This design comes from an exercise in tuning for small area, a short achievable clock period and few clock cycles per item on the open sky130 flow, not from production work.
Only simulation tests tie the RTL to the original design; equivalence was not proved.

File: design/flow/run.sh
#!/bin/bash
# synth_recipe.tcl (not shown) runs the flow's synth.tcl, then flattens the netlist and writes it again
# the make line also repeats each setting of config.mk as NAME=value (left out here)
make -C /OpenROAD-flow-scripts/flow DESIGN_CONFIG=/design/flow/config.mk WORK_HOME=/design/flow/orfs CLKGATE_MAP_FILE= SYNTH_SCRIPT=/design/flow/synth_recipe.tcl finish
File: design/flow/config.mk
export PLATFORM = sky130hd
export DESIGN_NAME = lms_two_input_neuron_trainer
export DESIGN_NICKNAME = lms_two_input_neuron_trainer
export VERILOG_FILES = /design/flow/design.v
export SDC_FILE = /design/flow/constraint.sdc
export NUM_CORES = 4
export LEC_CHECK = 0
export ABC_AREA = 1
export CAP_MARGIN = 5
export CORE_MARGIN = 2
export CORE_UTILIZATION = 60
export PLACE_DENSITY = 0.66
export SETUP_SLACK_MARGIN = 0.5
export SLEW_MARGIN = 5
File: design/flow/constraint.sdc
create_clock -name core_clock -period 7.5 [get_ports {clk}]
set_input_delay 1.5000 -clock core_clock [delete_from_list [all_inputs] [get_ports {clk}]]
set_output_delay 1.5000 -clock core_clock [all_outputs]
set_load 0.01 [all_outputs]
File: design/flow/design.v
package lmsnt_pkg;
  localparam int DATA_WIDTH   = 16;   
  localparam int WEIGHT_WIDTH = 24;   
  localparam int RATE_WIDTH   = 16;   
  localparam int DATA_FRAC    = 8;
  localparam int WEIGHT_FRAC  = 16;
  localparam int RATE_FRAC    = 16;
  localparam int G_WIDTH     = RATE_WIDTH + DATA_WIDTH + 2;
  localparam int MCAND_WIDTH = (G_WIDTH > WEIGHT_WIDTH) ? G_WIDTH : WEIGHT_WIDTH;
  localparam int PROD_WIDTH  = MCAND_WIDTH + DATA_WIDTH;
  localparam int ACC_WIDTH   = PROD_WIDTH + 2;
  localparam int UPD_WIDTH   = PROD_WIDTH + 1;
  localparam int WSH = RATE_FRAC + DATA_FRAC + DATA_FRAC - WEIGHT_FRAC;
  localparam int BSH = RATE_FRAC + DATA_FRAC - WEIGHT_FRAC;
  localparam int CFG_INDEX_WIDTH = 2;
  localparam int CFG_DATA_WIDTH  = WEIGHT_WIDTH;
  localparam logic [CFG_INDEX_WIDTH-1:0] REG_LEARN_RATE = 2'd0;
  localparam logic [CFG_INDEX_WIDTH-1:0] REG_INIT_W1    = 2'd1;
  localparam logic [CFG_INDEX_WIDTH-1:0] REG_INIT_W2    = 2'd2;
  localparam logic [CFG_INDEX_WIDTH-1:0] REG_INIT_BIAS  = 2'd3;
  localparam logic [RATE_WIDTH-1:0] RATE_RESET = 16'd16384;   
  localparam logic [1:0] OP_PREDICT = 2'd0;
  localparam logic [1:0] OP_TRAIN   = 2'd1;
  localparam logic [1:0] OP_RELOAD  = 2'd2;
  localparam logic signed [ACC_WIDTH-1:0] DATA_HI =
    {{(ACC_WIDTH-DATA_WIDTH+1){1'b0}}, {(DATA_WIDTH-1){1'b1}}};
  localparam logic signed [ACC_WIDTH-1:0] DATA_LO =
    {{(ACC_WIDTH-DATA_WIDTH+1){1'b1}}, {(DATA_WIDTH-1){1'b0}}};
  localparam logic signed [UPD_WIDTH-1:0] WGT_HI =
    {{(UPD_WIDTH-WEIGHT_WIDTH+1){1'b0}}, {(WEIGHT_WIDTH-1){1'b1}}};
  localparam logic signed [UPD_WIDTH-1:0] WGT_LO =
    {{(UPD_WIDTH-WEIGHT_WIDTH+1){1'b1}}, {(WEIGHT_WIDTH-1){1'b0}}};
  typedef struct packed {
    logic [1:0]                   op;
    logic signed [DATA_WIDTH-1:0] first_input;
    logic signed [DATA_WIDTH-1:0] second_input;
    logic signed [DATA_WIDTH-1:0] target_value;
  } sample_t;
  typedef struct packed {
    logic signed [DATA_WIDTH-1:0]   prediction;
    logic signed [DATA_WIDTH-1:0]   error_value;
    logic signed [WEIGHT_WIDTH-1:0] weight_one_now;
    logic signed [WEIGHT_WIDTH-1:0] weight_two_now;
    logic signed [WEIGHT_WIDTH-1:0] bias_now;
    logic                           saturated_flag;
  } result_t;
  typedef struct packed {
    logic busy;
    logic done;
  } mul_stat_t;
  typedef enum logic [3:0] {
    ST_IDLE,
    ST_MUL_W1,
    ST_MUL_W2,
    ST_ROUND,
    ST_ERROR,
    ST_MUL_G,
    ST_MUL_D1,
    ST_UPD_W1,
    ST_MUL_D2,
    ST_UPD_W2,
    ST_RND_B,
    ST_UPD_B,
    ST_EMIT
  } state_t;
  typedef struct packed {
    logic signed [DATA_WIDTH-1:0] value;
    logic                         clipped;
  } data_clip_t;
  typedef struct packed {
    logic signed [WEIGHT_WIDTH-1:0] value;
    logic                           clipped;
  } weight_clip_t;
endpackage
module lmsnt_serial_mul (
  input  logic [7:0] one,
  input  logic [7:0] two,
  input  logic [7:0] ng,
  input  logic [31:0] m,
  input  logic [40:0] a,
  output logic [47:0] s,
  output logic [47:0] c
);
  logic [32:0] pp0;
  logic [32:0] pp1;
  logic [32:0] pp2;
  logic [32:0] pp3;
  logic [32:0] pp4;
  logic [32:0] pp5;
  logic [32:0] pp6;
  logic [32:0] pp7;
  logic [33:0] mx;
  assign mx = {m[31], m, 1'b0};
  assign pp0 = ({33{one[0]}} & mx[33:1] | {33{two[0]}} & mx[32:0]) ^ {33{ng[0]}};
  assign pp1 = ({33{one[1]}} & mx[33:1] | {33{two[1]}} & mx[32:0]) ^ {33{ng[1]}};
  assign pp2 = ({33{one[2]}} & mx[33:1] | {33{two[2]}} & mx[32:0]) ^ {33{ng[2]}};
  assign pp3 = ({33{one[3]}} & mx[33:1] | {33{two[3]}} & mx[32:0]) ^ {33{ng[3]}};
  assign pp4 = ({33{one[4]}} & mx[33:1] | {33{two[4]}} & mx[32:0]) ^ {33{ng[4]}};
  assign pp5 = ({33{one[5]}} & mx[33:1] | {33{two[5]}} & mx[32:0]) ^ {33{ng[5]}};
  assign pp6 = ({33{one[6]}} & mx[33:1] | {33{two[6]}} & mx[32:0]) ^ {33{ng[6]}};
  assign pp7 = ({33{one[7]}} & mx[33:1] | {33{two[7]}} & mx[32:0]) ^ {33{ng[7]}};
  logic t1, t2, t3, t4, t5, t6, t7, t8, t9, t10, t11, t12, t13, t14, t15, t16, t17, t18, t19, t20, t21, t22, t23, t24, t25, t26, t27, t28, t29, t30, t31, t32, t33, t34, t35, t36, t37, t38, t39, t40, t41, t42, t43, t44, t45, t46, t47, t48, t49, t50, t51, t52, t53, t54, t55, t56, t57, t58, t59, t60, t61, t62, t63, t64, t65, t66, t67, t68, t69, t70, t71, t72, t73, t74, t75, t76, t77, t78, t79, t80, t81, t82, t83, t84, t85, t86, t87, t88, t89, t90, t91, t92, t93, t94, t95, t96, t97, t98, t99, t100, t101, t102, t103, t104, t105, t106, t107, t108, t109, t110, t111, t112, t113, t114, t115, t116, t117, t118, t119, t120, t121, t122, t123, t124, t125, t126, t127, t128, t129, t130, t131, t132, t133, t134, t135, t136, t137, t138, t139, t140, t141, t142, t143, t144, t145, t146, t147, t148, t149, t150, t151, t152, t153, t154, t155, t156, t157, t158, t159, t160, t161, t162, t163, t164, t165, t166, t167, t168, t169, t170, t171, t172, t173, t174, t175, t176, t177, t178, t179, t180, t181, t182, t183, t184, t185, t186, t187, t188, t189, t190, t191, t192, t193, t194, t195, t196, t197, t198, t199, t200, t201, t202, t203, t204, t205, t206, t207, t208, t209, t210, t211, t212, t213, t214, t215, t216, t217, t218, t219, t220, t221, t222, t223, t224, t225, t226, t227, t228, t229, t230, t231, t232, t233, t234, t235, t236, t237, t238, t239, t240, t241, t242, t243, t244, t245, t246, t247, t248, t249, t250, t251, t252, t253, t254, t255, t256, t257, t258, t259, t260, t261, t262, t263, t264, t265, t266, t267, t268, t269, t270, t271, t272, t273, t274, t275, t276, t277, t278, t279, t280, t281, t282, t283, t284, t285, t286, t287, t288, t289, t290, t291, t292, t293, t294, t295, t296, t297, t298, t299, t300, t301, t302, t303, t304, t305, t306, t307, t308, t309, t310, t311, t312, t313, t314, t315, t316, t317, t318, t319, t320, t321, t322, t323, t324, t325, t326, t327, t328, t329, t330, t331, t332, t333, t334, t335, t336, t337, t338, t339, t340, t341, t342, t343, t344, t345, t346, t347, t348, t349, t350, t351, t352, t353, t354, t355, t356, t357, t358, t359, t360, t361, t362, t363, t364, t365, t366, t367, t368, t369, t370, t371, t372, t373, t374, t375, t376, t377, t378, t379, t380, t381, t382, t383, t384, t385, t386, t387, t388, t389, t390, t391, t392, t393, t394, t395, t396, t397, t398, t399, t400, t401, t402, t403, t404, t405, t406, t407, t408, t409, t410, t411, t412, t413, t414, t415, t416, t417, t418, t419, t420, t421, t422, t423, t424, t425, t426, t427, t428, t429, t430, t431, t432, t433, t434, t435, t436, t437, t438, t439, t440, t441, t442, t443, t444, t445, t446, t447, t448, t449, t450, t451, t452, t453, t454, t455, t456, t457, t458, t459, t460, t461, t462, t463, t464, t465, t466, t467, t468, t469, t470, t471, t472, t473, t474, t475, t476, t477, t478, t479, t480, t481, t482, t483, t484, t485, t486, t487, t488, t489, t490, t491, t492;
  assign t1 = a[8] ^ ng[4];
  assign t2 = a[8] & ng[4];
  assign t3 = a[9] ^ pp0[9];
  assign t4 = a[9] & pp0[9];
  assign t5 = a[10] ^ ng[5] ^ pp0[10];
  assign t6 = (a[10] & ng[5]) | (a[10] & pp0[10]) | (ng[5] & pp0[10]);
  assign t7 = pp1[8] ^ pp2[6];
  assign t8 = pp1[8] & pp2[6];
  assign t9 = a[11] ^ pp0[11] ^ pp1[9];
  assign t10 = (a[11] & pp0[11]) | (a[11] & pp1[9]) | (pp0[11] & pp1[9]);
  assign t11 = pp2[7] ^ pp3[5];
  assign t12 = pp2[7] & pp3[5];
  assign t13 = a[12] ^ ng[6] ^ pp0[12];
  assign t14 = (a[12] & ng[6]) | (a[12] & pp0[12]) | (ng[6] & pp0[12]);
  assign t15 = pp1[10] ^ pp2[8] ^ pp3[6];
  assign t16 = (pp1[10] & pp2[8]) | (pp1[10] & pp3[6]) | (pp2[8] & pp3[6]);
  assign t17 = pp4[4] ^ pp5[2];
  assign t18 = pp4[4] & pp5[2];
  assign t19 = a[13] ^ pp0[13] ^ pp1[11];
  assign t20 = (a[13] & pp0[13]) | (a[13] & pp1[11]) | (pp0[13] & pp1[11]);
  assign t21 = pp2[9] ^ pp3[7] ^ pp4[5];
  assign t22 = (pp2[9] & pp3[7]) | (pp2[9] & pp4[5]) | (pp3[7] & pp4[5]);
  assign t23 = pp5[3] ^ pp6[1];
  assign t24 = pp5[3] & pp6[1];
  assign t25 = a[14] ^ pp0[14] ^ pp1[12];
  assign t26 = (a[14] & pp0[14]) | (a[14] & pp1[12]) | (pp0[14] & pp1[12]);
  assign t27 = pp2[10] ^ pp3[8] ^ pp4[6];
  assign t28 = (pp2[10] & pp3[8]) | (pp2[10] & pp4[6]) | (pp3[8] & pp4[6]);
  assign t29 = pp5[4] ^ pp6[2] ^ pp7[0];
  assign t30 = (pp5[4] & pp6[2]) | (pp5[4] & pp7[0]) | (pp6[2] & pp7[0]);
  assign t31 = a[15] ^ pp0[15] ^ pp1[13];
  assign t32 = (a[15] & pp0[15]) | (a[15] & pp1[13]) | (pp0[15] & pp1[13]);
  assign t33 = pp2[11] ^ pp3[9] ^ pp4[7];
  assign t34 = (pp2[11] & pp3[9]) | (pp2[11] & pp4[7]) | (pp3[9] & pp4[7]);
  assign t35 = pp5[5] ^ pp6[3] ^ pp7[1];
  assign t36 = (pp5[5] & pp6[3]) | (pp5[5] & pp7[1]) | (pp6[3] & pp7[1]);
  assign t37 = a[16] ^ pp0[16] ^ pp1[14];
  assign t38 = (a[16] & pp0[16]) | (a[16] & pp1[14]) | (pp0[16] & pp1[14]);
  assign t39 = pp2[12] ^ pp3[10] ^ pp4[8];
  assign t40 = (pp2[12] & pp3[10]) | (pp2[12] & pp4[8]) | (pp3[10] & pp4[8]);
  assign t41 = pp5[6] ^ pp6[4] ^ pp7[2];
  assign t42 = (pp5[6] & pp6[4]) | (pp5[6] & pp7[2]) | (pp6[4] & pp7[2]);
  assign t43 = a[17] ^ pp0[17] ^ pp1[15];
  assign t44 = (a[17] & pp0[17]) | (a[17] & pp1[15]) | (pp0[17] & pp1[15]);
  assign t45 = pp2[13] ^ pp3[11] ^ pp4[9];
  assign t46 = (pp2[13] & pp3[11]) | (pp2[13] & pp4[9]) | (pp3[11] & pp4[9]);
  assign t47 = pp5[7] ^ pp6[5] ^ pp7[3];
  assign t48 = (pp5[7] & pp6[5]) | (pp5[7] & pp7[3]) | (pp6[5] & pp7[3]);
  assign t49 = a[18] ^ pp0[18] ^ pp1[16];
  assign t50 = (a[18] & pp0[18]) | (a[18] & pp1[16]) | (pp0[18] & pp1[16]);
  assign t51 = pp2[14] ^ pp3[12] ^ pp4[10];
  assign t52 = (pp2[14] & pp3[12]) | (pp2[14] & pp4[10]) | (pp3[12] & pp4[10]);
  assign t53 = pp5[8] ^ pp6[6] ^ pp7[4];
  assign t54 = (pp5[8] & pp6[6]) | (pp5[8] & pp7[4]) | (pp6[6] & pp7[4]);
  assign t55 = a[19] ^ pp0[19] ^ pp1[17];
  assign t56 = (a[19] & pp0[19]) | (a[19] & pp1[17]) | (pp0[19] & pp1[17]);
  assign t57 = pp2[15] ^ pp3[13] ^ pp4[11];
  assign t58 = (pp2[15] & pp3[13]) | (pp2[15] & pp4[11]) | (pp3[13] & pp4[11]);
  assign t59 = pp5[9] ^ pp6[7] ^ pp7[5];
  assign t60 = (pp5[9] & pp6[7]) | (pp5[9] & pp7[5]) | (pp6[7] & pp7[5]);
  assign t61 = a[20] ^ pp0[20] ^ pp1[18];
  assign t62 = (a[20] & pp0[20]) | (a[20] & pp1[18]) | (pp0[20] & pp1[18]);
  assign t63 = pp2[16] ^ pp3[14] ^ pp4[12];
  assign t64 = (pp2[16] & pp3[14]) | (pp2[16] & pp4[12]) | (pp3[14] & pp4[12]);
  assign t65 = pp5[10] ^ pp6[8] ^ pp7[6];
  assign t66 = (pp5[10] & pp6[8]) | (pp5[10] & pp7[6]) | (pp6[8] & pp7[6]);
  assign t67 = a[21] ^ pp0[21] ^ pp1[19];
  assign t68 = (a[21] & pp0[21]) | (a[21] & pp1[19]) | (pp0[21] & pp1[19]);
  assign t69 = pp2[17] ^ pp3[15] ^ pp4[13];
  assign t70 = (pp2[17] & pp3[15]) | (pp2[17] & pp4[13]) | (pp3[15] & pp4[13]);
  assign t71 = pp5[11] ^ pp6[9] ^ pp7[7];
  assign t72 = (pp5[11] & pp6[9]) | (pp5[11] & pp7[7]) | (pp6[9] & pp7[7]);
  assign t73 = a[22] ^ pp0[22] ^ pp1[20];
  assign t74 = (a[22] & pp0[22]) | (a[22] & pp1[20]) | (pp0[22] & pp1[20]);
  assign t75 = pp2[18] ^ pp3[16] ^ pp4[14];
  assign t76 = (pp2[18] & pp3[16]) | (pp2[18] & pp4[14]) | (pp3[16] & pp4[14]);
  assign t77 = pp5[12] ^ pp6[10] ^ pp7[8];
  assign t78 = (pp5[12] & pp6[10]) | (pp5[12] & pp7[8]) | (pp6[10] & pp7[8]);
  assign t79 = a[23] ^ pp0[23] ^ pp1[21];
  assign t80 = (a[23] & pp0[23]) | (a[23] & pp1[21]) | (pp0[23] & pp1[21]);
  assign t81 = pp2[19] ^ pp3[17] ^ pp4[15];
  assign t82 = (pp2[19] & pp3[17]) | (pp2[19] & pp4[15]) | (pp3[17] & pp4[15]);
  assign t83 = pp5[13] ^ pp6[11] ^ pp7[9];
  assign t84 = (pp5[13] & pp6[11]) | (pp5[13] & pp7[9]) | (pp6[11] & pp7[9]);
  assign t85 = a[24] ^ pp0[24] ^ pp1[22];
  assign t86 = (a[24] & pp0[24]) | (a[24] & pp1[22]) | (pp0[24] & pp1[22]);
  assign t87 = pp2[20] ^ pp3[18] ^ pp4[16];
  assign t88 = (pp2[20] & pp3[18]) | (pp2[20] & pp4[16]) | (pp3[18] & pp4[16]);
  assign t89 = pp5[14] ^ pp6[12] ^ pp7[10];
  assign t90 = (pp5[14] & pp6[12]) | (pp5[14] & pp7[10]) | (pp6[12] & pp7[10]);
  assign t91 = a[25] ^ pp0[25] ^ pp1[23];
  assign t92 = (a[25] & pp0[25]) | (a[25] & pp1[23]) | (pp0[25] & pp1[23]);
  assign t93 = pp2[21] ^ pp3[19] ^ pp4[17];
  assign t94 = (pp2[21] & pp3[19]) | (pp2[21] & pp4[17]) | (pp3[19] & pp4[17]);
  assign t95 = pp5[15] ^ pp6[13] ^ pp7[11];
  assign t96 = (pp5[15] & pp6[13]) | (pp5[15] & pp7[11]) | (pp6[13] & pp7[11]);
  assign t97 = a[26] ^ pp0[26] ^ pp1[24];
  assign t98 = (a[26] & pp0[26]) | (a[26] & pp1[24]) | (pp0[26] & pp1[24]);
  assign t99 = pp2[22] ^ pp3[20] ^ pp4[18];
  assign t100 = (pp2[22] & pp3[20]) | (pp2[22] & pp4[18]) | (pp3[20] & pp4[18]);
  assign t101 = pp5[16] ^ pp6[14] ^ pp7[12];
  assign t102 = (pp5[16] & pp6[14]) | (pp5[16] & pp7[12]) | (pp6[14] & pp7[12]);
  assign t103 = a[27] ^ pp0[27] ^ pp1[25];
  assign t104 = (a[27] & pp0[27]) | (a[27] & pp1[25]) | (pp0[27] & pp1[25]);
  assign t105 = pp2[23] ^ pp3[21] ^ pp4[19];
  assign t106 = (pp2[23] & pp3[21]) | (pp2[23] & pp4[19]) | (pp3[21] & pp4[19]);
  assign t107 = pp5[17] ^ pp6[15] ^ pp7[13];
  assign t108 = (pp5[17] & pp6[15]) | (pp5[17] & pp7[13]) | (pp6[15] & pp7[13]);
  assign t109 = a[28] ^ pp0[28] ^ pp1[26];
  assign t110 = (a[28] & pp0[28]) | (a[28] & pp1[26]) | (pp0[28] & pp1[26]);
  assign t111 = pp2[24] ^ pp3[22] ^ pp4[20];
  assign t112 = (pp2[24] & pp3[22]) | (pp2[24] & pp4[20]) | (pp3[22] & pp4[20]);
  assign t113 = pp5[18] ^ pp6[16] ^ pp7[14];
  assign t114 = (pp5[18] & pp6[16]) | (pp5[18] & pp7[14]) | (pp6[16] & pp7[14]);
  assign t115 = a[29] ^ pp0[29] ^ pp1[27];
  assign t116 = (a[29] & pp0[29]) | (a[29] & pp1[27]) | (pp0[29] & pp1[27]);
  assign t117 = pp2[25] ^ pp3[23] ^ pp4[21];
  assign t118 = (pp2[25] & pp3[23]) | (pp2[25] & pp4[21]) | (pp3[23] & pp4[21]);
  assign t119 = pp5[19] ^ pp6[17] ^ pp7[15];
  assign t120 = (pp5[19] & pp6[17]) | (pp5[19] & pp7[15]) | (pp6[17] & pp7[15]);
  assign t121 = a[30] ^ pp0[30] ^ pp1[28];
  assign t122 = (a[30] & pp0[30]) | (a[30] & pp1[28]) | (pp0[30] & pp1[28]);
  assign t123 = pp2[26] ^ pp3[24] ^ pp4[22];
  assign t124 = (pp2[26] & pp3[24]) | (pp2[26] & pp4[22]) | (pp3[24] & pp4[22]);
  assign t125 = pp5[20] ^ pp6[18] ^ pp7[16];
  assign t126 = (pp5[20] & pp6[18]) | (pp5[20] & pp7[16]) | (pp6[18] & pp7[16]);
  assign t127 = a[31] ^ pp0[31] ^ pp1[29];
  assign t128 = (a[31] & pp0[31]) | (a[31] & pp1[29]) | (pp0[31] & pp1[29]);
  assign t129 = pp2[27] ^ pp3[25] ^ pp4[23];
  assign t130 = (pp2[27] & pp3[25]) | (pp2[27] & pp4[23]) | (pp3[25] & pp4[23]);
  assign t131 = pp5[21] ^ pp6[19] ^ pp7[17];
  assign t132 = (pp5[21] & pp6[19]) | (pp5[21] & pp7[17]) | (pp6[19] & pp7[17]);
  assign t133 = a[32] ^ pp0[32] ^ pp1[30];
  assign t134 = (a[32] & pp0[32]) | (a[32] & pp1[30]) | (pp0[32] & pp1[30]);
  assign t135 = pp2[28] ^ pp3[26] ^ pp4[24];
  assign t136 = (pp2[28] & pp3[26]) | (pp2[28] & pp4[24]) | (pp3[26] & pp4[24]);
  assign t137 = pp5[22] ^ pp6[20] ^ pp7[18];
  assign t138 = (pp5[22] & pp6[20]) | (pp5[22] & pp7[18]) | (pp6[20] & pp7[18]);
  assign t139 = a[33] ^ pp0[32] ^ pp1[31];
  assign t140 = (a[33] & pp0[32]) | (a[33] & pp1[31]) | (pp0[32] & pp1[31]);
  assign t141 = pp2[29] ^ pp3[27] ^ pp4[25];
  assign t142 = (pp2[29] & pp3[27]) | (pp2[29] & pp4[25]) | (pp3[27] & pp4[25]);
  assign t143 = pp5[23] ^ pp6[21] ^ pp7[19];
  assign t144 = (pp5[23] & pp6[21]) | (pp5[23] & pp7[19]) | (pp6[21] & pp7[19]);
  assign t145 = a[34] ^ pp2[30] ^ pp3[28];
  assign t146 = (a[34] & pp2[30]) | (a[34] & pp3[28]) | (pp2[30] & pp3[28]);
  assign t147 = pp4[26] ^ pp5[24] ^ pp6[22];
  assign t148 = (pp4[26] & pp5[24]) | (pp4[26] & pp6[22]) | (pp5[24] & pp6[22]);
  assign t149 = pp7[20] ^ ~pp0[32] ^ ~pp1[32];
  assign t150 = (pp7[20] & ~pp0[32]) | (pp7[20] & ~pp1[32]) | (~pp0[32] & ~pp1[32]);
  assign t151 = 1'b1 ^ a[35] ^ pp2[31];
  assign t152 = (1'b1 & a[35]) | (1'b1 & pp2[31]) | (a[35] & pp2[31]);
  assign t153 = pp3[29] ^ pp4[27] ^ pp5[25];
  assign t154 = (pp3[29] & pp4[27]) | (pp3[29] & pp5[25]) | (pp4[27] & pp5[25]);
  assign t155 = pp6[23] ^ pp7[21];
  assign t156 = pp6[23] & pp7[21];
  assign t157 = a[36] ^ pp3[30] ^ pp4[28];
  assign t158 = (a[36] & pp3[30]) | (a[36] & pp4[28]) | (pp3[30] & pp4[28]);
  assign t159 = pp5[26] ^ pp6[24] ^ pp7[22];
  assign t160 = (pp5[26] & pp6[24]) | (pp5[26] & pp7[22]) | (pp6[24] & pp7[22]);
  assign t161 = 1'b1 ^ a[37] ^ pp3[31];
  assign t162 = (1'b1 & a[37]) | (1'b1 & pp3[31]) | (a[37] & pp3[31]);
  assign t163 = pp4[29] ^ pp5[27];
  assign t164 = pp4[29] & pp5[27];
  assign t165 = a[38] ^ pp4[30] ^ pp5[28];
  assign t166 = (a[38] & pp4[30]) | (a[38] & pp5[28]) | (pp4[30] & pp5[28]);
  assign t167 = 1'b1 ^ a[39];
  assign t168 = 1'b1 & a[39];
  assign t169 = 1'b1 ^ ~a[40];
  assign t170 = 1'b1 & ~a[40];
  assign t171 = a[4] ^ ng[2];
  assign t172 = a[4] & ng[2];
  assign t173 = a[5] ^ pp0[5];
  assign t174 = a[5] & pp0[5];
  assign t175 = a[6] ^ ng[3] ^ pp0[6];
  assign t176 = (a[6] & ng[3]) | (a[6] & pp0[6]) | (ng[3] & pp0[6]);
  assign t177 = pp1[4] ^ pp2[2];
  assign t178 = pp1[4] & pp2[2];
  assign t179 = a[7] ^ pp0[7] ^ pp1[5];
  assign t180 = (a[7] & pp0[7]) | (a[7] & pp1[5]) | (pp0[7] & pp1[5]);
  assign t181 = pp2[3] ^ pp3[1];
  assign t182 = pp2[3] & pp3[1];
  assign t183 = t1 ^ pp0[8] ^ pp1[6];
  assign t184 = (t1 & pp0[8]) | (t1 & pp1[6]) | (pp0[8] & pp1[6]);
  assign t185 = pp2[4] ^ pp3[2] ^ pp4[0];
  assign t186 = (pp2[4] & pp3[2]) | (pp2[4] & pp4[0]) | (pp3[2] & pp4[0]);
  assign t187 = t2 ^ pp1[7] ^ pp2[5];
  assign t188 = (t2 & pp1[7]) | (t2 & pp2[5]) | (pp1[7] & pp2[5]);
  assign t189 = pp3[3] ^ pp4[1] ^ t3;
  assign t190 = (pp3[3] & pp4[1]) | (pp3[3] & t3) | (pp4[1] & t3);
  assign t191 = pp3[4] ^ pp4[2] ^ pp5[0];
  assign t192 = (pp3[4] & pp4[2]) | (pp3[4] & pp5[0]) | (pp4[2] & pp5[0]);
  assign t193 = t4 ^ t7 ^ t5;
  assign t194 = (t4 & t7) | (t4 & t5) | (t7 & t5);
  assign t195 = pp4[3] ^ pp5[1] ^ t8;
  assign t196 = (pp4[3] & pp5[1]) | (pp4[3] & t8) | (pp5[1] & t8);
  assign t197 = t11 ^ t6 ^ t9;
  assign t198 = (t11 & t6) | (t11 & t9) | (t6 & t9);
  assign t199 = pp6[0] ^ t12 ^ t17;
  assign t200 = (pp6[0] & t12) | (pp6[0] & t17) | (t12 & t17);
  assign t201 = t10 ^ t13 ^ t15;
  assign t202 = (t10 & t13) | (t10 & t15) | (t13 & t15);
  assign t203 = t18 ^ t23 ^ t14;
  assign t204 = (t18 & t23) | (t18 & t14) | (t23 & t14);
  assign t205 = t16 ^ t19 ^ t21;
  assign t206 = (t16 & t19) | (t16 & t21) | (t19 & t21);
  assign t207 = t24 ^ t20 ^ t22;
  assign t208 = (t24 & t20) | (t24 & t22) | (t20 & t22);
  assign t209 = t25 ^ t27 ^ t29;
  assign t210 = (t25 & t27) | (t25 & t29) | (t27 & t29);
  assign t211 = t26 ^ t28 ^ t30;
  assign t212 = (t26 & t28) | (t26 & t30) | (t28 & t30);
  assign t213 = t31 ^ t33 ^ t35;
  assign t214 = (t31 & t33) | (t31 & t35) | (t33 & t35);
  assign t215 = t32 ^ t34 ^ t36;
  assign t216 = (t32 & t34) | (t32 & t36) | (t34 & t36);
  assign t217 = t37 ^ t39 ^ t41;
  assign t218 = (t37 & t39) | (t37 & t41) | (t39 & t41);
  assign t219 = t38 ^ t40 ^ t42;
  assign t220 = (t38 & t40) | (t38 & t42) | (t40 & t42);
  assign t221 = t43 ^ t45 ^ t47;
  assign t222 = (t43 & t45) | (t43 & t47) | (t45 & t47);
  assign t223 = t44 ^ t46 ^ t48;
  assign t224 = (t44 & t46) | (t44 & t48) | (t46 & t48);
  assign t225 = t49 ^ t51 ^ t53;
  assign t226 = (t49 & t51) | (t49 & t53) | (t51 & t53);
  assign t227 = t50 ^ t52 ^ t54;
  assign t228 = (t50 & t52) | (t50 & t54) | (t52 & t54);
  assign t229 = t55 ^ t57 ^ t59;
  assign t230 = (t55 & t57) | (t55 & t59) | (t57 & t59);
  assign t231 = t56 ^ t58 ^ t60;
  assign t232 = (t56 & t58) | (t56 & t60) | (t58 & t60);
  assign t233 = t61 ^ t63 ^ t65;
  assign t234 = (t61 & t63) | (t61 & t65) | (t63 & t65);
  assign t235 = t62 ^ t64 ^ t66;
  assign t236 = (t62 & t64) | (t62 & t66) | (t64 & t66);
  assign t237 = t67 ^ t69 ^ t71;
  assign t238 = (t67 & t69) | (t67 & t71) | (t69 & t71);
  assign t239 = t68 ^ t70 ^ t72;
  assign t240 = (t68 & t70) | (t68 & t72) | (t70 & t72);
  assign t241 = t73 ^ t75 ^ t77;
  assign t242 = (t73 & t75) | (t73 & t77) | (t75 & t77);
  assign t243 = t74 ^ t76 ^ t78;
  assign t244 = (t74 & t76) | (t74 & t78) | (t76 & t78);
  assign t245 = t79 ^ t81 ^ t83;
  assign t246 = (t79 & t81) | (t79 & t83) | (t81 & t83);
  assign t247 = t80 ^ t82 ^ t84;
  assign t248 = (t80 & t82) | (t80 & t84) | (t82 & t84);
  assign t249 = t85 ^ t87 ^ t89;
  assign t250 = (t85 & t87) | (t85 & t89) | (t87 & t89);
  assign t251 = t86 ^ t88 ^ t90;
  assign t252 = (t86 & t88) | (t86 & t90) | (t88 & t90);
  assign t253 = t91 ^ t93 ^ t95;
  assign t254 = (t91 & t93) | (t91 & t95) | (t93 & t95);
  assign t255 = t92 ^ t94 ^ t96;
  assign t256 = (t92 & t94) | (t92 & t96) | (t94 & t96);
  assign t257 = t101 ^ t97 ^ t99;
  assign t258 = (t101 & t97) | (t101 & t99) | (t97 & t99);
  assign t259 = t100 ^ t102 ^ t98;
  assign t260 = (t100 & t102) | (t100 & t98) | (t102 & t98);
  assign t261 = t103 ^ t105 ^ t107;
  assign t262 = (t103 & t105) | (t103 & t107) | (t105 & t107);
  assign t263 = t104 ^ t106 ^ t108;
  assign t264 = (t104 & t106) | (t104 & t108) | (t106 & t108);
  assign t265 = t109 ^ t111 ^ t113;
  assign t266 = (t109 & t111) | (t109 & t113) | (t111 & t113);
  assign t267 = t110 ^ t112 ^ t114;
  assign t268 = (t110 & t112) | (t110 & t114) | (t112 & t114);
  assign t269 = t115 ^ t117 ^ t119;
  assign t270 = (t115 & t117) | (t115 & t119) | (t117 & t119);
  assign t271 = t116 ^ t118 ^ t120;
  assign t272 = (t116 & t118) | (t116 & t120) | (t118 & t120);
  assign t273 = t121 ^ t123 ^ t125;
  assign t274 = (t121 & t123) | (t121 & t125) | (t123 & t125);
  assign t275 = t122 ^ t124 ^ t126;
  assign t276 = (t122 & t124) | (t122 & t126) | (t124 & t126);
  assign t277 = t127 ^ t129 ^ t131;
  assign t278 = (t127 & t129) | (t127 & t131) | (t129 & t131);
  assign t279 = t128 ^ t130 ^ t132;
  assign t280 = (t128 & t130) | (t128 & t132) | (t130 & t132);
  assign t281 = t133 ^ t135 ^ t137;
  assign t282 = (t133 & t135) | (t133 & t137) | (t135 & t137);
  assign t283 = t134 ^ t136 ^ t138;
  assign t284 = (t134 & t136) | (t134 & t138) | (t136 & t138);
  assign t285 = t139 ^ t141 ^ t143;
  assign t286 = (t139 & t141) | (t139 & t143) | (t141 & t143);
  assign t287 = t140 ^ t142 ^ t144;
  assign t288 = (t140 & t142) | (t140 & t144) | (t142 & t144);
  assign t289 = t145 ^ t147 ^ t149;
  assign t290 = (t145 & t147) | (t145 & t149) | (t147 & t149);
  assign t291 = t155 ^ t146 ^ t148;
  assign t292 = (t155 & t146) | (t155 & t148) | (t146 & t148);
  assign t293 = t150 ^ t151 ^ t153;
  assign t294 = (t150 & t151) | (t150 & t153) | (t151 & t153);
  assign t295 = ~pp2[32] ^ t156 ^ t152;
  assign t296 = (~pp2[32] & t156) | (~pp2[32] & t152) | (t156 & t152);
  assign t297 = t154 ^ t157 ^ t159;
  assign t298 = (t154 & t157) | (t154 & t159) | (t157 & t159);
  assign t299 = pp6[25] ^ pp7[23] ^ t163;
  assign t300 = (pp6[25] & pp7[23]) | (pp6[25] & t163) | (pp7[23] & t163);
  assign t301 = t158 ^ t160 ^ t161;
  assign t302 = (t158 & t160) | (t158 & t161) | (t160 & t161);
  assign t303 = pp6[26] ^ pp7[24] ^ ~pp3[32];
  assign t304 = (pp6[26] & pp7[24]) | (pp6[26] & ~pp3[32]) | (pp7[24] & ~pp3[32]);
  assign t305 = t164 ^ t162 ^ t165;
  assign t306 = (t164 & t162) | (t164 & t165) | (t162 & t165);
  assign t307 = t167 ^ pp4[31] ^ pp5[29];
  assign t308 = (t167 & pp4[31]) | (t167 & pp5[29]) | (pp4[31] & pp5[29]);
  assign t309 = pp6[27] ^ pp7[25] ^ t166;
  assign t310 = (pp6[27] & pp7[25]) | (pp6[27] & t166) | (pp7[25] & t166);
  assign t311 = t168 ^ t169 ^ pp5[30];
  assign t312 = (t168 & t169) | (t168 & pp5[30]) | (t169 & pp5[30]);
  assign t313 = pp6[28] ^ pp7[26] ^ ~pp4[32];
  assign t314 = (pp6[28] & pp7[26]) | (pp6[28] & ~pp4[32]) | (pp7[26] & ~pp4[32]);
  assign t315 = t170 ^ pp5[31] ^ pp6[29];
  assign t316 = (t170 & pp5[31]) | (t170 & pp6[29]) | (pp5[31] & pp6[29]);
  assign t317 = a[2] ^ ng[1];
  assign t318 = a[2] & ng[1];
  assign t319 = a[3] ^ pp0[3];
  assign t320 = a[3] & pp0[3];
  assign t321 = t171 ^ pp0[4] ^ pp1[2];
  assign t322 = (t171 & pp0[4]) | (t171 & pp1[2]) | (pp0[4] & pp1[2]);
  assign t323 = t172 ^ pp1[3] ^ pp2[1];
  assign t324 = (t172 & pp1[3]) | (t172 & pp2[1]) | (pp1[3] & pp2[1]);
  assign t325 = pp3[0] ^ t174 ^ t177;
  assign t326 = (pp3[0] & t174) | (pp3[0] & t177) | (t174 & t177);
  assign t327 = t178 ^ t181 ^ t176;
  assign t328 = (t178 & t181) | (t178 & t176) | (t181 & t176);
  assign t329 = t182 ^ t180 ^ t183;
  assign t330 = (t182 & t180) | (t182 & t183) | (t180 & t183);
  assign t331 = t184 ^ t186 ^ t187;
  assign t332 = (t184 & t186) | (t184 & t187) | (t186 & t187);
  assign t333 = t188 ^ t191 ^ t190;
  assign t334 = (t188 & t191) | (t188 & t190) | (t191 & t190);
  assign t335 = t192 ^ t195 ^ t194;
  assign t336 = (t192 & t195) | (t192 & t194) | (t195 & t194);
  assign t337 = t196 ^ t199 ^ t198;
  assign t338 = (t196 & t199) | (t196 & t198) | (t199 & t198);
  assign t339 = t200 ^ t202 ^ t203;
  assign t340 = (t200 & t202) | (t200 & t203) | (t202 & t203);
  assign t341 = t204 ^ t206 ^ t207;
  assign t342 = (t204 & t206) | (t204 & t207) | (t206 & t207);
  assign t343 = t208 ^ t210 ^ t211;
  assign t344 = (t208 & t210) | (t208 & t211) | (t210 & t211);
  assign t345 = t212 ^ t214 ^ t215;
  assign t346 = (t212 & t214) | (t212 & t215) | (t214 & t215);
  assign t347 = t216 ^ t218 ^ t219;
  assign t348 = (t216 & t218) | (t216 & t219) | (t218 & t219);
  assign t349 = t220 ^ t222 ^ t223;
  assign t350 = (t220 & t222) | (t220 & t223) | (t222 & t223);
  assign t351 = t224 ^ t226 ^ t227;
  assign t352 = (t224 & t226) | (t224 & t227) | (t226 & t227);
  assign t353 = t228 ^ t230 ^ t231;
  assign t354 = (t228 & t230) | (t228 & t231) | (t230 & t231);
  assign t355 = t232 ^ t234 ^ t235;
  assign t356 = (t232 & t234) | (t232 & t235) | (t234 & t235);
  assign t357 = t236 ^ t238 ^ t239;
  assign t358 = (t236 & t238) | (t236 & t239) | (t238 & t239);
  assign t359 = t240 ^ t242 ^ t243;
  assign t360 = (t240 & t242) | (t240 & t243) | (t242 & t243);
  assign t361 = t244 ^ t246 ^ t247;
  assign t362 = (t244 & t246) | (t244 & t247) | (t246 & t247);
  assign t363 = t248 ^ t250 ^ t251;
  assign t364 = (t248 & t250) | (t248 & t251) | (t250 & t251);
  assign t365 = t252 ^ t254 ^ t255;
  assign t366 = (t252 & t254) | (t252 & t255) | (t254 & t255);
  assign t367 = t256 ^ t258 ^ t259;
  assign t368 = (t256 & t258) | (t256 & t259) | (t258 & t259);
  assign t369 = t260 ^ t262 ^ t263;
  assign t370 = (t260 & t262) | (t260 & t263) | (t262 & t263);
  assign t371 = t264 ^ t266 ^ t267;
  assign t372 = (t264 & t266) | (t264 & t267) | (t266 & t267);
  assign t373 = t268 ^ t270 ^ t271;
  assign t374 = (t268 & t270) | (t268 & t271) | (t270 & t271);
  assign t375 = t272 ^ t274 ^ t275;
  assign t376 = (t272 & t274) | (t272 & t275) | (t274 & t275);
  assign t377 = t276 ^ t278 ^ t279;
  assign t378 = (t276 & t278) | (t276 & t279) | (t278 & t279);
  assign t379 = t280 ^ t282 ^ t283;
  assign t380 = (t280 & t282) | (t280 & t283) | (t282 & t283);
  assign t381 = t284 ^ t286 ^ t287;
  assign t382 = (t284 & t286) | (t284 & t287) | (t286 & t287);
  assign t383 = t288 ^ t290 ^ t291;
  assign t384 = (t288 & t290) | (t288 & t291) | (t290 & t291);
  assign t385 = t292 ^ t294 ^ t295;
  assign t386 = (t292 & t294) | (t292 & t295) | (t294 & t295);
  assign t387 = t299 ^ t296 ^ t298;
  assign t388 = (t299 & t296) | (t299 & t298) | (t296 & t298);
  assign t389 = t303 ^ t300 ^ t302;
  assign t390 = (t303 & t300) | (t303 & t302) | (t300 & t302);
  assign t391 = t304 ^ t307 ^ t306;
  assign t392 = (t304 & t307) | (t304 & t306) | (t307 & t306);
  assign t393 = t308 ^ t311 ^ t313;
  assign t394 = (t308 & t311) | (t308 & t313) | (t311 & t313);
  assign t395 = pp7[27] ^ t312 ^ t314;
  assign t396 = (pp7[27] & t312) | (pp7[27] & t314) | (t312 & t314);
  assign t397 = pp6[30] ^ pp7[28] ^ ~pp5[32];
  assign t398 = (pp6[30] & pp7[28]) | (pp6[30] & ~pp5[32]) | (pp7[28] & ~pp5[32]);
  assign t399 = 1'b1 ^ pp6[31];
  assign t400 = 1'b1 & pp6[31];
  assign t401 = a[0] ^ ng[0];
  assign t402 = a[0] & ng[0];
  assign t403 = a[1] ^ pp0[1];
  assign t404 = a[1] & pp0[1];
  assign t405 = t317 ^ pp0[2] ^ pp1[0];
  assign t406 = (t317 & pp0[2]) | (t317 & pp1[0]) | (pp0[2] & pp1[0]);
  assign t407 = t318 ^ pp1[1] ^ t319;
  assign t408 = (t318 & pp1[1]) | (t318 & t319) | (pp1[1] & t319);
  assign t409 = pp2[0] ^ t320 ^ t321;
  assign t410 = (pp2[0] & t320) | (pp2[0] & t321) | (t320 & t321);
  assign t411 = t173 ^ t322 ^ t323;
  assign t412 = (t173 & t322) | (t173 & t323) | (t322 & t323);
  assign t413 = t324 ^ t175 ^ t325;
  assign t414 = (t324 & t175) | (t324 & t325) | (t175 & t325);
  assign t415 = t179 ^ t326 ^ t327;
  assign t416 = (t179 & t326) | (t179 & t327) | (t326 & t327);
  assign t417 = t185 ^ t328 ^ t329;
  assign t418 = (t185 & t328) | (t185 & t329) | (t328 & t329);
  assign t419 = t189 ^ t330 ^ t331;
  assign t420 = (t189 & t330) | (t189 & t331) | (t330 & t331);
  assign t421 = t332 ^ t193 ^ t333;
  assign t422 = (t332 & t193) | (t332 & t333) | (t193 & t333);
  assign t423 = t197 ^ t334 ^ t335;
  assign t424 = (t197 & t334) | (t197 & t335) | (t334 & t335);
  assign t425 = t201 ^ t336 ^ t337;
  assign t426 = (t201 & t336) | (t201 & t337) | (t336 & t337);
  assign t427 = t205 ^ t338 ^ t339;
  assign t428 = (t205 & t338) | (t205 & t339) | (t338 & t339);
  assign t429 = t209 ^ t340 ^ t341;
  assign t430 = (t209 & t340) | (t209 & t341) | (t340 & t341);
  assign t431 = t213 ^ t342 ^ t343;
  assign t432 = (t213 & t342) | (t213 & t343) | (t342 & t343);
  assign t433 = t217 ^ t344 ^ t345;
  assign t434 = (t217 & t344) | (t217 & t345) | (t344 & t345);
  assign t435 = t221 ^ t346 ^ t347;
  assign t436 = (t221 & t346) | (t221 & t347) | (t346 & t347);
  assign t437 = t225 ^ t348 ^ t349;
  assign t438 = (t225 & t348) | (t225 & t349) | (t348 & t349);
  assign t439 = t229 ^ t350 ^ t351;
  assign t440 = (t229 & t350) | (t229 & t351) | (t350 & t351);
  assign t441 = t233 ^ t352 ^ t353;
  assign t442 = (t233 & t352) | (t233 & t353) | (t352 & t353);
  assign t443 = t237 ^ t354 ^ t355;
  assign t444 = (t237 & t354) | (t237 & t355) | (t354 & t355);
  assign t445 = t241 ^ t356 ^ t357;
  assign t446 = (t241 & t356) | (t241 & t357) | (t356 & t357);
  assign t447 = t245 ^ t358 ^ t359;
  assign t448 = (t245 & t358) | (t245 & t359) | (t358 & t359);
  assign t449 = t249 ^ t360 ^ t361;
  assign t450 = (t249 & t360) | (t249 & t361) | (t360 & t361);
  assign t451 = t253 ^ t362 ^ t363;
  assign t452 = (t253 & t362) | (t253 & t363) | (t362 & t363);
  assign t453 = t257 ^ t364 ^ t365;
  assign t454 = (t257 & t364) | (t257 & t365) | (t364 & t365);
  assign t455 = t261 ^ t366 ^ t367;
  assign t456 = (t261 & t366) | (t261 & t367) | (t366 & t367);
  assign t457 = t265 ^ t368 ^ t369;
  assign t458 = (t265 & t368) | (t265 & t369) | (t368 & t369);
  assign t459 = t269 ^ t370 ^ t371;
  assign t460 = (t269 & t370) | (t269 & t371) | (t370 & t371);
  assign t461 = t273 ^ t372 ^ t373;
  assign t462 = (t273 & t372) | (t273 & t373) | (t372 & t373);
  assign t463 = t277 ^ t374 ^ t375;
  assign t464 = (t277 & t374) | (t277 & t375) | (t374 & t375);
  assign t465 = t281 ^ t376 ^ t377;
  assign t466 = (t281 & t376) | (t281 & t377) | (t376 & t377);
  assign t467 = t285 ^ t378 ^ t379;
  assign t468 = (t285 & t378) | (t285 & t379) | (t378 & t379);
  assign t469 = t289 ^ t380 ^ t381;
  assign t470 = (t289 & t380) | (t289 & t381) | (t380 & t381);
  assign t471 = t293 ^ t382 ^ t383;
  assign t472 = (t293 & t382) | (t293 & t383) | (t382 & t383);
  assign t473 = t297 ^ t384 ^ t385;
  assign t474 = (t297 & t384) | (t297 & t385) | (t384 & t385);
  assign t475 = t301 ^ t386 ^ t387;
  assign t476 = (t301 & t386) | (t301 & t387) | (t386 & t387);
  assign t477 = t305 ^ t388 ^ t389;
  assign t478 = (t305 & t388) | (t305 & t389) | (t388 & t389);
  assign t479 = t309 ^ t390 ^ t391;
  assign t480 = (t309 & t390) | (t309 & t391) | (t390 & t391);
  assign t481 = t310 ^ t393 ^ t392;
  assign t482 = (t310 & t393) | (t310 & t392) | (t393 & t392);
  assign t483 = t315 ^ t394 ^ t395;
  assign t484 = (t315 & t394) | (t315 & t395) | (t394 & t395);
  assign t485 = t316 ^ t397 ^ t396;
  assign t486 = (t316 & t397) | (t316 & t396) | (t397 & t396);
  assign t487 = pp7[29] ^ t399 ^ t398;
  assign t488 = (pp7[29] & t399) | (pp7[29] & t398) | (t399 & t398);
  assign t489 = pp7[30] ^ ~pp6[32] ^ t400;
  assign t490 = (pp7[30] & ~pp6[32]) | (pp7[30] & t400) | (~pp6[32] & t400);
  assign t491 = 1'b1 ^ pp7[31];
  assign t492 = 1'b1 & pp7[31];
  assign s = {1'b1, ~pp7[32], t491, t489, t487, t484, t483, t481, t478, t476, t474, t472, t470, t468, t466, t464, t462, t460, t458, t456, t454, t452, t450, t448, t446, t444, t442, t440, t438, t436, t434, t432, t430, t428, t426, t424, t422, t420, t418, t416, t414, t412, t410, t408, t406, t404, t402, t401};
  assign c = {1'b0, t492, t490, t488, t486, t485, t482, t480, t479, t477, t475, t473, t471, t469, t467, t465, t463, t461, t459, t457, t455, t453, t451, t449, t447, t445, t443, t441, t439, t437, t435, t433, t431, t429, t427, t425, t423, t421, t419, t417, t415, t413, t411, t409, t407, t405, t403, pp0[0]};
endmodule
module lms_two_input_neuron_trainer
(
  input  logic         clk,
  input  logic         rst,
  input  logic         sample_valid,
  output logic         sample_ready,
  input  logic [49:0]  sample,
  output logic         result_valid,
  input  logic         result_ready,
  output logic [104:0] result,
  input  logic         cfg_write,
  input  logic [1:0]   cfg_index,
  input  logic [23:0]  cfg_data
);
  function automatic [23:0] benc(input logic [15:0] y);
    logic [16:0] yy;
    logic [7:0]  one, two, ng;
    yy = {y, 1'b0};
    for (int i = 0; i < 8; i++) begin
      one[i] = yy[2*i+1] ^ yy[2*i];
      two[i] = (yy[2*i+2] & ~yy[2*i+1] & ~yy[2*i]) | (~yy[2*i+2] & yy[2*i+1] & yy[2*i]);
      ng[i]  = yy[2*i+2];
    end
    benc = {ng, two, one};
  endfunction
  function automatic [16:0] clip16(input logic [25:0] v);
    if (!v[25] && (v[24:15] != 10'h000))      clip16 = {16'h7fff, 1'b1};
    else if (v[25] && (v[24:15] != 10'h3ff))  clip16 = {16'h8000, 1'b1};
    else                                      clip16 = {v[15:0], 1'b0};
  endfunction
  function automatic [24:0] clip24(input logic [32:0] v);
    if (!v[32] && (v[31:23] != 9'h000))       clip24 = {24'h7fffff, 1'b1};
    else if (v[32] && (v[31:23] != 9'h1ff))   clip24 = {24'h800000, 1'b1};
    else                                      clip24 = {v[23:0], 1'b0};
  endfunction
  logic [1:0]  op;
  assign op = sample[49:48];
  logic e, p1, p2, p3, p4, p5, r1;
  logic [15:0] rate;
  logic [23:0] init_w1, init_w2, init_b;
  logic [23:0] w1, w2, b;
  logic [15:0] x1, x2;
  logic [15:0] tgt;
  logic        trn_q;
  logic [23:0] code_r;
  logic [31:0] m_r;
  logic [40:0] a_r;
  logic [15:0] pred_q, err_q;
  logic        sat_q;
  logic slot_free;
  assign slot_free = !result_valid || result_ready;
  logic rfin, fin, take;
  assign rfin = r1 && slot_free;
  assign fin  = (p2 && !trn_q) || p5 || rfin;
  assign sample_ready = e || fin;
  assign take = sample_valid && sample_ready;
  logic [47:0] ps, pc, p;
  lmsnt_serial_mul u_mul (
    .one (code_r[7:0]),
    .two (code_r[15:8]),
    .ng  (code_r[23:16]),
    .m   (m_r),
    .a   (a_r),
    .s   (ps),
    .c   (pc)
  );
  logic        cl;
  logic [31:0] pl;
  logic [15:0] u0, u1, ph;
  assign {cl, pl} = {1'b0, ps[31:0]} + {1'b0, pc[31:0]};
  assign u0 = ps[47:32] + pc[47:32];
  assign u1 = ps[47:32] + pc[47:32] + 16'd1;
  assign ph = cl ? u1 : u0;
  assign p  = {ph, pl};
  logic inr_p, inr_w;
  assign inr_p = cl ? (pl[31] ? (&u1) : ~(|u1)) : (pl[31] ? (&u0) : ~(|u0));
  assign inr_w = cl ? ((&u1[15:6]) | ~(|u1[15:6])) : ((&u0[15:6]) | ~(|u0[15:6]));
  logic [25:0] tn, fs, fc;
  logic        dcl;
  logic [31:0] dl;
  logic [9:0]  dh0, dh1, dh;
  assign tn = ~{{10{tgt[15]}}, tgt};
  assign fs = ps[41:16] ^ pc[41:16] ^ tn;
  assign fc = (ps[41:16] & pc[41:16]) | (ps[41:16] & tn) | (pc[41:16] & tn);
  assign {dcl, dl} = {1'b0, fs[15:0], ps[15:0]} + {1'b0, fc[14:0], 1'b1, pc[15:0]};
  assign dh0 = fs[25:16] + fc[24:15];
  assign dh1 = fs[25:16] + fc[24:15] + 10'd1;
  assign dh  = dcl ? dh1 : dh0;
  logic inr_d;
  assign inr_d = dcl ? (dl[31] ? (&dh1) : ~(|dh1)) : (dl[31] ? (&dh0) : ~(|dh0));
  logic [16:0] pclip, dclip, epos, eneg, eclip;
  logic [17:0] ehi, elo;
  assign pclip = inr_p ? {pl[31:16], 1'b0} : (ph[15] ? {16'h8000, 1'b1} : {16'h7fff, 1'b1});
  assign dclip = inr_d ? {dl[31:16], 1'b0} : (dh[9]  ? {16'h8000, 1'b1} : {16'h7fff, 1'b1});
  assign ehi   = 18'sd32767 - {{2{tgt[15]}}, tgt};
  assign elo   = -18'sd32768 - {{2{tgt[15]}}, tgt};
  assign epos  = clip16({{8{ehi[17]}}, ehi});
  assign eneg  = clip16({{8{elo[17]}}, elo});
  always_comb begin
    if (!inr_p && !ph[15]) eclip = epos;
    else if (!inr_p)       eclip = eneg;
    else                   eclip = dclip;
  end
  logic [24:0] wclip, bclip;
  logic [33:0] bsum;
  assign wclip = inr_w ? {p[38:15], 1'b0} : (ph[15] ? {24'h800000, 1'b1} : {24'h7fffff, 1'b1});
  assign bsum  = {{3{b[23]}}, b, 7'h3f} - {{2{m_r[31]}}, m_r};
  assign bclip = clip24({{6{bsum[33]}}, bsum[33:7]});
  logic [23:0] w1_nx, b_nx;
  assign w1_nx = r1 ? init_w1 : w1;
  assign b_nx  = r1 ? init_b  : b;
  logic [24:0] b1;
  assign b1 = {b_nx[23], b_nx} + 25'd128 + {23'd0, sample[47]} * 25'd64 + {23'd0, sample[31]} * 25'd64;
  always_ff @(posedge clk) begin
    if (rst) begin
      e            <= 1'b1;
      p1           <= 1'b0;
      p2           <= 1'b0;
      p3           <= 1'b0;
      p4           <= 1'b0;
      p5           <= 1'b0;
      r1           <= 1'b0;
      result_valid <= 1'b0;
      rate         <= 16'd16384;
      init_w1      <= '0;
      init_w2      <= '0;
      init_b       <= '0;
      w1           <= '0;
      w2           <= '0;
      b            <= '0;
    end else begin
      e  <= (e || fin) && !sample_valid;
      p1 <= (p1 && !slot_free) || (take && op != 2'd2);
      r1 <= (r1 && !slot_free) || (take && op == 2'd2);
      p2 <= p1 && slot_free;
      p3 <= p2 && trn_q;
      p4 <= p3;
      p5 <= p4;
      if (fin)               result_valid <= 1'b1;
      else if (result_ready) result_valid <= 1'b0;
      if (cfg_write) begin
        case (cfg_index)
          2'd0: rate <= cfg_data[15:0];
          2'd1: init_w1 <= cfg_data;
          2'd2: init_w2 <= cfg_data;
          default: init_b <= cfg_data;
        endcase
      end
      if (rfin) begin
        w1 <= init_w1;
        w2 <= init_w2;
        b  <= init_b;
      end
      if (p4) begin
        w1 <= wclip[24:1];
        b  <= bclip[24:1];
      end
      if (p5) w2 <= wclip[24:1];
    end
  end
  logic [15:0] y_nx;
  logic        neg_nx;
  always_comb begin
    y_nx   = x2;
    neg_nx = 1'b0;
    if (take) begin
      y_nx = sample[47:32];
    end else if (p2) begin
      y_nx = {1'b0, rate[15:1]};
    end else if (p3) begin
      y_nx   = x1;
      neg_nx = 1'b1;
    end else if (p4) begin
      neg_nx = 1'b1;
    end
  end
  always_ff @(posedge clk) begin
    if (take || (p1 && slot_free) || p2 || p3 || p4) begin
      code_r <= benc(y_nx) ^ {{8{neg_nx}}, 16'h0000};
    end
    if (take) begin
      x1     <= sample[47:32];
      x2     <= sample[31:16];
      tgt    <= sample[15:0];
      trn_q  <= (op == 2'd1);
      m_r    <= {{8{w1_nx[23]}}, w1_nx};
      a_r    <= {{8{b1[24]}}, b1, 8'h00};
    end else if (p1 && slot_free) begin
      m_r    <= {{8{w2[23]}}, w2};
      a_r    <= p[40:0];
    end else if (p2) begin
      m_r    <= {{15{eclip[16]}}, eclip[16:1], 1'b0};
      a_r    <= rate[0] ? {{25{eclip[16]}}, eclip[16:1]} : '0;
    end else if (p3) begin
      m_r    <= p[31:0];
      a_r    <= {{2{w1[23]}}, w1, ~x1[15], 14'h3fff};
    end else if (p4) begin
      a_r    <= {{2{w2[23]}}, w2, ~x2[15], 14'h3fff};
    end
    if (rfin) begin
      pred_q <= '0;
      err_q  <= '0;
      sat_q  <= 1'b0;
    end
    if (p2) begin
      pred_q <= pclip[16:1];
      err_q  <= eclip[16:1];
      sat_q  <= pclip[0] | eclip[0];
    end
    if (p4) sat_q <= sat_q | wclip[0] | bclip[0];
    if (p5) sat_q <= sat_q | wclip[0];
  end
  assign result = {pred_q, err_q, w1, w2, b, sat_q};
endmodule
==> impl_metrics.tcl, run 1 <==
set metrics [dict create \
    grt_pass1_wl_mm 187.9 \
    syn-num-nets 4882 \
    yosys_warnings 1 \
    clock_sinks 347 \
    dpl_cell_area_sq_um 36840 \
    coreArea_sq_um 55310 \
    grt.met3_usage_pct 13.14 \
    routabilityCongestion 1.036 \
    hold_path.class "register to register" \
    die_w_um 241.1 \
    track_usage_pct 43.75 \
    design_area_sq_um 39550 \
    slowest_stage "fa_2" \
    setup-violations-final 0 \
    relSlewSlack_pct 7.711 \
    fin_setup_tns_ps 0 \
    path_common_cell "inv_2" \
    chipHeight_um 241.1 \
    die-area_sq_um 58130 \
    root_buffer "clkbuf_16" \
    grt.busiest_layer "met2" \
    hold_viol 0 \
    antenna_found_initial 4 \
    io_buffers 187 \
    hold_start "init_w2[0]" \
    gr-usage-met2_pct 65.69 \
    fin_skew_ps 33.39 \
    multi_input_comb_area_sq_um 22240 \
    path_class "register to register" \
    grt_setup_unrepaired "no" \
    nets 5062 \
    yosys-top-cells-area "edfxtp_1, fa_1, dfxtp_1, nand2_1, xor2_1" \
    antennaDiodeCount 0 \
    ys.flop_type "dfxtp_1" \
    synth_area_sq_um 33730 \
    cp.buffers_inverters 7 \
    crit_arrival_ps 7230 \
    wl_mm 130.4 \
    fmax_ghz 0.1450 \
    crit_fanout 8 \
    dp.cells 5260 \
    synthToLayoutAreaGrowth_pct 17.23 \
    crit_required_ps 7830 \
    clk_pin_slew_ps 60 \
    synth.largest_area_cell "edfxtp_1" \
    layout_min_cycle_time_ps 6896 \
    synthArstFlopShare_pct 0 \
    seq_area_sq_um 8661 \
    wire_per_inst_um 24.23 \
    overflow 0 \
    cts_tree "built" \
    syn_inst 4423 \
    cts_htree_levels 2 \
    r2r_start "code_r[6]" \
    num_io_pins 188 \
    end_kind "register" \
    yosysMostFrequentCell "nand2_1" \
    cts-buffers-inserted 40 \
    cts_max_path_buffers 3 \
    viasPerCell 6.209 \
    grt_max_degree 86 \
    first_iter_violations 4103 \
    drc 0 \
    synth_seq_area_share_pct 25.67 \
    yosysTopAreaCellShare_pct 15.22 \
    layout-drive-gt1-share_pct 12.43 \
    hold_buffers 0 \
    synthTopCellsByCount "nand2_1, inv_1, o21ai_0" \
    drtPass1Iterations 9 \
    vias 33423 \
    clk_latency_ps 610 \
    worst_slew_pin_slew_ps 1370 \
    ys_types 57 \
    ant_nets 0 \
    start_util_pct 60.99 \
    synth_seq_cells 347 \
    drv_slew 0 \
    synth_area_per_cell_sq_um 7.627 \
    worst_path_largest_cell_delay_ps 620 \
    gr-usage-met1_pct 55.11 \
    grt_pass1_vias 30887 \
    synth_edf_count 171 \
    status "timing/DRC/antenna clean" \
    cp_top_family "adder cells" \
    crit_path_start_kind "register" \
    critPathLaunch "code_r[6]" \
    dpl.hpwl_mm 98.92 \
    maxCapViolCount 0 \
    min_period_over_period_pct 91.94 \
    fill_cells 4647 \
    instances_no_fill 5383 \
    row_count 86 \
]
==> state kept, by name (all words and copies together), names as in the netlist, 16 cells and up <==
name	flops
m_r	32
rate	16
code_r	24
w2	24
init_b	24
err_q	16
init_w2	24
x2	16
init_w1	24
b	24
x1	16
a_r	41
pred_q	16
tgt	16
w1	24
==> per-layer routing <==
layer  up-vias  part of all wire, %
li1      14895                    -
met4         4                  7.9
met1     15611                   36
met2      2332                   43
met3       581                   13
met5         -                0.053
==> tightest hold or removal path, cell delays in order, from the launching register on <==
cell	delay (ps)
dfxtp_1	300
inv_1	60
a21oi_1	50
==> per-stage QoR <==
stage / worst slack [ps] / hold WS [ps] / utilization [%]
after floorplan: 752.3 / 428.7 / -
after CTS: 501.8 / 454.9 / 69.32
after global placement: 124.1 / 439.5 / 66.61
after global routing: 382.3 / 466.3 / 71.50
after detailed placement: -25.21 / 446.5 / 66.61
final: 604.5 / 455.0 / 71.50
==> layout make-up <==
cell class                 instances  share of cell area (%)
tap                              748                   2.367
clock inverter                    19                  0.4588
clock buffer                      55                   2.841
timing repair buffer             384                   9.229
timing repair inverter             1                 0.01266
sequential                       347                   21.90
inverter                         705                   6.951
multi-input combinational       3124                   56.24
==> cells in the final DEF, fill, tap and decap left out, types with 42 or more instances in the layout <==
master           count
inv_1              623
clkbuf_16           42
clkdlybuf4s50_1    186
nand2_2             62
o22ai_1            257
edfxtp_1           171
xor2_1             300
buf_4              159
dfxtp_1            174
inv_2               44
o21ai_0            333
nand3_1            141
ha_1               108
nand2_1            738
nor2_1             226
fa_1               229
a21oi_1            266
==> cell families (layout without fill, tap and decap cells) <==
group / after synthesis / count (layout) / synth area share [%]
and+or+nand+nor: 1329 / 1330 / 16.74
AOI/OAI and AO/OA: 1062 / 1062 / 17.87
buffers and inverters: 953 / 1164 / 10.80
adders and majority gates: 378 / 378 / 19.70
xor gates and xnor gates: 351 / 351 / 9.136
DFF: 347 / 347 / 25.67
muxes: 3 / 3 / 0.08902
==> worst paths after layout <==
check | slack, ps | to | cells after the start
min | 460 | init_w2[0] | 2
min reg2reg | 460 | init_w2[0] | 2
max reg2reg | 600 | m_r[3] | 34
max | 600 | m_r[3] | 34
==> repair_timing <==
| item | CTS | global route |
|---|---|---|
| setup endpoints to repair | 111 | 140 |
| gates cloned | 0 | 3 |
| setup buffers | 1 | 45 |
| pin swaps | 2 | 59 |
| gates resized for setup | 55 | 239 |
Testbench counts, summed over its fixed seeds: cycles 13,626, items 3,200.
==> run 2, diff against run 1 <==
--- a/design/flow/config.mk
+++ b/design/flow/config.mk
@@ -11,4 +11,3 @@
 export CORE_UTILIZATION = 60
-export PLACE_DENSITY = 0.66
-export SETUP_SLACK_MARGIN = 0.5
+export SETUP_SLACK_MARGIN = 0.6
 export SLEW_MARGIN = 5
==> run 2 against run 1 <==
Effect of this change: synthesized cell count stayed put; flip-flop and latch count stayed put; critical path depth is 1 lower; area after synthesis stayed put; largest cell class unchanged.
==> impl_metrics.tcl, run 2 <==
set metrics [dict create \
    status "timing/DRC/antenna clean" \
    antenna_found_initial 6 \
    cts-buffers-inserted 40 \
    nets 5064 \
    yosys_warnings 1 \
    synthToLayoutAreaGrowth_pct 18.54 \
    final_common_cell "nand2_1" \
    yosysTopAreaCellShare_pct 15.22 \
    crit_fanout 7 \
    min_period_over_period_pct 92.05 \
    overflow 0 \
    gr-usage-met1_pct 55.33 \
    clock_sinks 347 \
    largest_reg_flops 41 \
    grt_setup_unrepaired "yes" \
    grt_pass1_wl_mm 188.6 \
    viasPerCell 6.231 \
    drv_slew 0 \
    fin_hold_ws_ps 454.9 \
    cts_htree_levels 2 \
    synth_area_per_cell_sq_um 7.627 \
    largestRegisters "a_r x41, m_r x32" \
    setup-violations-final 0 \
    instances_no_fill 5389 \
    hold_buffers 0 \
    syn-num-nets 4882 \
    first_iter_violations 4301 \
    grt_pass1_vias 30923 \
    cts_tree "built" \
    grt.busiest_layer "met2" \
    wl_mm 131.3 \
    end_kind "register" \
    synth_edf_count 171 \
    vias 33577 \
    fin_skew_ps 37.12 \
    largest-register "a_r" \
    cp.buffers_inverters 8 \
    coreArea_sq_um 55310 \
    grt_max_degree 86 \
    start_util_pct 60.99 \
    ant_nets 0 \
    chipHeight_um 241.1 \
    synthTopCellsByCount "nand2_1, inv_1, o21ai_0" \
    cp_top_family "adder cells" \
    relSlewSlack_pct 3.754 \
    maxCapViolCount 0 \
    dp.cells 5260 \
    ys.flop_type "dfxtp_1" \
    grt.met3_usage_pct 13.24 \
    fill_cells 4576 \
    die_w_um 241.1 \
    dpl.hpwl_mm 98.92 \
    drc 0 \
    hold_viol 0 \
    cts_max_path_buffers 3 \
    synth_seq_area_share_pct 25.67 \
    layout_common_cells "nand2_1, inv_1, o21ai_0, xor2_1, a21oi_1" \
    crit_required_ps 7840 \
    crit_arrival_ps 7240 \
    crit_path_start_kind "register" \
    wire_per_inst_um 24.37 \
    synth_seq_cells 347 \
    worst_path_largest_cell_delay_ps 610 \
    io_buffers 187 \
    yosysMostFrequentCell "nand2_1" \
    synth.largest_area_cell "edfxtp_1" \
    synthArstFlopShare_pct 0 \
    die-area_sq_um 58130 \
    worst_slew_pin_slew_ps 1429 \
    ys_types 57 \
    layout-drive-gt1-share_pct 13.56 \
    num_io_pins 188 \
    row_count 86 \
    synth_area_sq_um 33730 \
    root_buffer "clkbuf_16" \
    gr-usage-met2_pct 65.37 \
    path_class "register to register" \
    yosys-top-cells-area "edfxtp_1, fa_1, dfxtp_1, nand2_1, xor2_1" \
    clk_pin_slew_ps 70 \
    drtPass1Iterations 7 \
    fmax_ghz 0.1448 \
    clk_latency_ps 610 \
    hold_path.class "register to register" \
    slowest_stage "fa_2" \
    track_usage_pct 43.93 \
    layout_min_cycle_time_ps 6904 \
    routabilityCongestion 1.036 \
    syn_inst 4423 \
]
## run 2: cell types whose count changed in the layout (fill, tap and decap cells not counted), sizes merged
cell      before  now
diode          0    4
buf          197  195
clkinvlp      13   11
nand2        813  815
clkbuf        56   57
clkinv        30   31
inv          682  683
nand3        163  164
## run 2: worst paths after layout
kind | start | to | slack (ps) | depth (start not counted)
worst min-delay path | init_w2[0] | init_w2[0] | 450 | 2
worst max register to register | m_r[16] | m_r[5] | 600 | 33
worst min register to register | init_w2[0] | init_w2[0] | 450 | 2
worst max-delay path | m_r[16] | m_r[5] | 600 | 33
## run 2: repair_timing
| action | CTS | global route |
|---|---|---|
| gates cloned | 2 | 5 |
| setup buffers | 3 | 41 |
| resized for setup | 93 | 298 |
| pin swaps | 10 | 73 |
| setup endpoints to repair | 147 | 149 |
## run 2: cell type report
cell class | count | area (sq um) | share of cell area [%]
clock inverters | 19 | 181.4 | 0.4537
flip-flops and latches | 347 | 8661 | 21.66
inverters | 705 | 2760 | 6.903
repair inverters | 1 | 5.005 | 0.01252
diodes | 4 | 10.01 | 0.02503
repair buffers | 383 | 3732 | 9.334
multi-input cells | 3127 | 22580 | 56.46
well taps | 748 | 935.9 | 2.340
clock buffers | 55 | 1124 | 2.810
## run 2: tightest hold or removal path, stage by stage, from the launching register on
cell and delay (ps):
dfxtp_1 300, inv_1 60, a21oi_1 50
## run 2: per-stage QoR
step	TNS [ps]	setup slack [ps]	cell area (sq um)	util [%]
global route	0	370.9	39980	72.29
global placement	0	124.1	36840	66.61
CTS	0	560.1	38490	69.58
floorplan	0	752.3	33730	-
detailed placement	-25.21	-25.21	36840	66.61
finish	0	596.1	39990	72.30
## run 2: layer usage
layer	routed length (um)	up-vias
met5	25	-
met4	10360	4
met3	17430	553
met2	56100	2368
met1	47400	15730
li1	-	14922
## run 2: cell families (layout without fill, tap and decap cells)
group,after synthesis,in the layout,share of synthesized area (%)
AND/OR/NAND/NOR,1329,1333,16.74
AO/OA/AOI/OAI,1062,1062,17.87
buffers and inverters,953,1163,10.80
adder cells (fa/ha/maj),378,378,19.70
XOR/XNOR,351,351,9.136
flip-flops,347,347,25.67
multiplexers,3,3,0.08902
other,0,4,0

[afterwards: timing with drivers on the ports]
How much do the figures lean on ideal ports? The routed layouts below were timed once more, with nothing changed but the port constraints.
Step 1 assumes that a clkbuf_16 drives the clock port and a buf_2 every other input.
Step 2, shift: input delay + t, output delay - t, t = (earliest + latest rising clock arrival at the registers) / 2. This alone moves slack from input paths to output paths.
Slacks: ideal / step 1 / step 2; pairs: ideal / step 1.
run | t, ns | slack for setup (ns) | worst setup path after step 2 | latest minus earliest clock arrival (ns) | slew at the worst register clock pin (ns)
run 1 | 0.655 | 0.604 / 0.604 / 0.604 | register to register | 0.034 / 0.033 | 0.07 / 0.07
run 2 | 0.651 | 0.596 / 0.596 / 0.596 | register to register | 0.037 / 0.037 | 0.07 / 0.07
After both steps setup and hold are still met in every run listed.
